This is an optimization exercise on Yosys and OpenROAD, whose aim is small area, not a production implementation. Function was checked by simulation only, so behaviour that the tests miss may differ from the original. Power figures rest on the tool's default switching activity, not on a simulated workload.

Design icache_top, start of the top module:
module icache_top
(
  input  logic       clk_i,
  input  logic       rst_ni,
  input  logic       req_valid_i,
  output logic       req_ready_o,
  input  icache_pkg::fetch_req_t req_i,
  output logic       rsp_valid_o,
  input  logic       rsp_ready_i,
  output icache_pkg::fetch_rsp_t rsp_o,
  output logic       mem_req_valid_o,
  input  logic       mem_req_ready_i,
  output icache_pkg::mem_req_t   mem_req_o,
  input  logic       mem_rsp_valid_i,
  output logic       mem_rsp_ready_o,
  input  icache_pkg::mem_rsp_t   mem_rsp_i
);
  localparam int TW = ((32 - $clog2((4 * 32) / 8)) - $clog2(8));
  logic [1:0]  state_q;
  logic        rsp_valid_q;
  logic        mem_req_valid_q;
  logic [3:0]  lfsr_q;
  logic [29:0] pc_q;
  logic        miss_b_q;
  logic        miss_way_q;
  logic [TW-1:0]  tag_mem  [2][8];
  logic [127:0]   data_mem [2][8];
  logic [7:0]     valid_q  [2];
  logic idle, lookup, miss_wait;
  assign idle      = (state_q == 2'd0);
  assign lookup    = (state_q == 2'd1);
  assign miss_wait = (state_q == 2'd3);
  logic accept;
  assign req_ready_o = idle && !rsp_valid_q;
  assign accept      = req_valid_i && req_ready_o;
  logic [2:0]    set_a;
  logic [1:0]    slot;
  logic [4:0]    pos;       
  logic [TW-1:0] tag_a;
  logic          xline;
  logic          set7;
  assign set_a = pc_q[4:2];
  assign slot  = pc_q[1:0];
  assign pos   = pc_q[4:0];
  assign tag_a = pc_q[29:5];
  assign xline = (slot == 2'd3);
  assign set7  = (set_a == 3'd7);
  logic          inc_c;
  logic [TW-1:0] tag_inc;
  assign inc_c   = set7 && (miss_b_q || !state_q[1]);
  assign tag_inc = tag_a + TW'(inc_c);
  logic [1:0] ev_set_hi;
  logic [2:0] ev_set, od_set;
  assign ev_set_hi = set_a[2:1] + 2'(set_a[0]);
  assign ev_set    = {ev_set_hi, 1'b0};
  assign od_set    = {set_a[2:1], 1'b1};
  logic [1:0] h_ev, h_od;
  logic [1:0] v_ev, v_od;
  for (genvar w = 0; w < 2; w++) begin : g_cmp
    assign v_ev[w] = valid_q[w][ev_set];
    assign v_od[w] = valid_q[w][od_set];
    assign h_ev[w] = v_ev[w] && (tag_mem[w][ev_set] == tag_inc);
  ...
For scale: roughly 7600 cells after synthesis, about 0.087 mm2 of cells after synthesis.
==> flow/config.mk <==
export PLATFORM = sky130hd
export DESIGN_NAME = icache_top
export DESIGN_NICKNAME = icache_top
export VERILOG_FILES = /design/flow/design.v
export SDC_FILE = /design/flow/constraint.sdc
export NUM_CORES = 4
export LEC_CHECK = 0
export CAP_MARGIN = 30
export CORE_MARGIN = 2
export CORE_UTILIZATION = 70
export PLACE_DENSITY = 0.8
export SETUP_SLACK_MARGIN = 0.2
export SLEW_MARGIN = 35
==> flow/constraint.sdc <==
create_clock -name core_clock -period 7.0 [get_ports {clk_i}]
set_input_delay 1.4000 -clock core_clock [delete_from_list [all_inputs] [get_ports {clk_i}]]
set_output_delay 1.4000 -clock core_clock [all_outputs]
set_load 0.01 [all_outputs]
standard.sh (not shown) runs the stock make flow with config.mk's settings and CLKGATE_MAP_FILE= SYNTH_SCRIPT=/design/flow/synth_recipe.tcl, a recipe that flattens the netlist after the stock synthesis.
==> flow/flow/run.sh <==
#!/bin/bash
# Own flow: the standard synthesis, an area remap of its combinational
# logic (flip-flops untouched), then the standard layout with small port
# buffers and a clock tree of clkbuf_8 leaves without dummy balancing loads.
# Each tool writes its own log in this folder (ORFS's step logs are under
# orfs/logs).
set -euo pipefail
export BUFFER_PORTS_ARGS="-buffer_cell sky130_fd_sc_hd__buf_1"
export CTS_ARGS="-sink_clustering_enable -repair_clock_nets -dont_use_dummy_load -buf_list sky130_fd_sc_hd__clkbuf_8 -root_buf sky130_fd_sc_hd__clkbuf_16 -sink_clustering_size 16 -sink_clustering_max_diameter 60"
R=orfs/results/${FLOW_PLATFORM}/icache_top/base
LIB=${FLOW_HOME}/platforms/${FLOW_PLATFORM}/lib/sky130_fd_sc_hd__tt_025C_1v80.lib

bash standard.sh synth > standard_synth.log 2>&1
cp $R/1_2_yosys.v standard_1_2_yosys.v
python3 flow/splitlib.py "$LIB" seq.lib comb.lib > splitlib.log 2>&1
REMAP_LIB="$LIB" REMAP_IN=standard_1_2_yosys.v REMAP_OUT=remapped.v REMAP_ABC=flow/abc_area.script \
  yosys -c flow/remap.tcl > remap.log 2>&1
cp remapped.v $R/1_2_yosys.v
rm -f $R/1_synth.odb $R/1_synth.sdc
bash standard.sh > standard.log 2>&1
Other scripts of this flow, unchanged in this note and not shown: flow/flow/abc_area.script, flow/flow/remap.tcl, flow/flow/splitlib.py
The starting point went through all stages and came out clean.
Change:
CAP_MARGIN = 20   (was 30)
SLEW_MARGIN = 20   (was 35)
Result: The changed run completed and failed the layout checks on max-slew violations. Design area came out lower by 0.83%. Die area stays the same. Via count drops by 0.57%. Wire length stays flat. Global-route usage decreases by 0.11 points. Worst setup slack loses 0.0093 ns. Clock power hardly moves. Synthesized cell count does not change. Non-clock buffer count is lower by 28. Worst hold slack got worse by 0.016 ns.

==> re-timing with driven ports <==
The flow's constraints put no driver on any port. The routed layouts listed below were extracted and timed again, unchanged, in two steps. Step 1 assumes that a clkbuf_16 drives the clock port and a buf_2 every other input. Step 2 also shifts input and output timing later by t, the mid clock arrival at the registers, as if the neighbouring blocks saw the same clock. Three values: no drivers, after step 1, after step 2; two values: the first two.
run	t, ns	slack for setup (ns)	latest minus earliest clock arrival (ns)	worst register clock-pin slew, ns
the first run	0.879	0.178 / 0.097 / 0.976	0.085 / 0.085	0.11 / 0.11
the second run	0.904	0.169 / 0.079 / 0.984	0.067 / 0.067	0.11 / 0.11
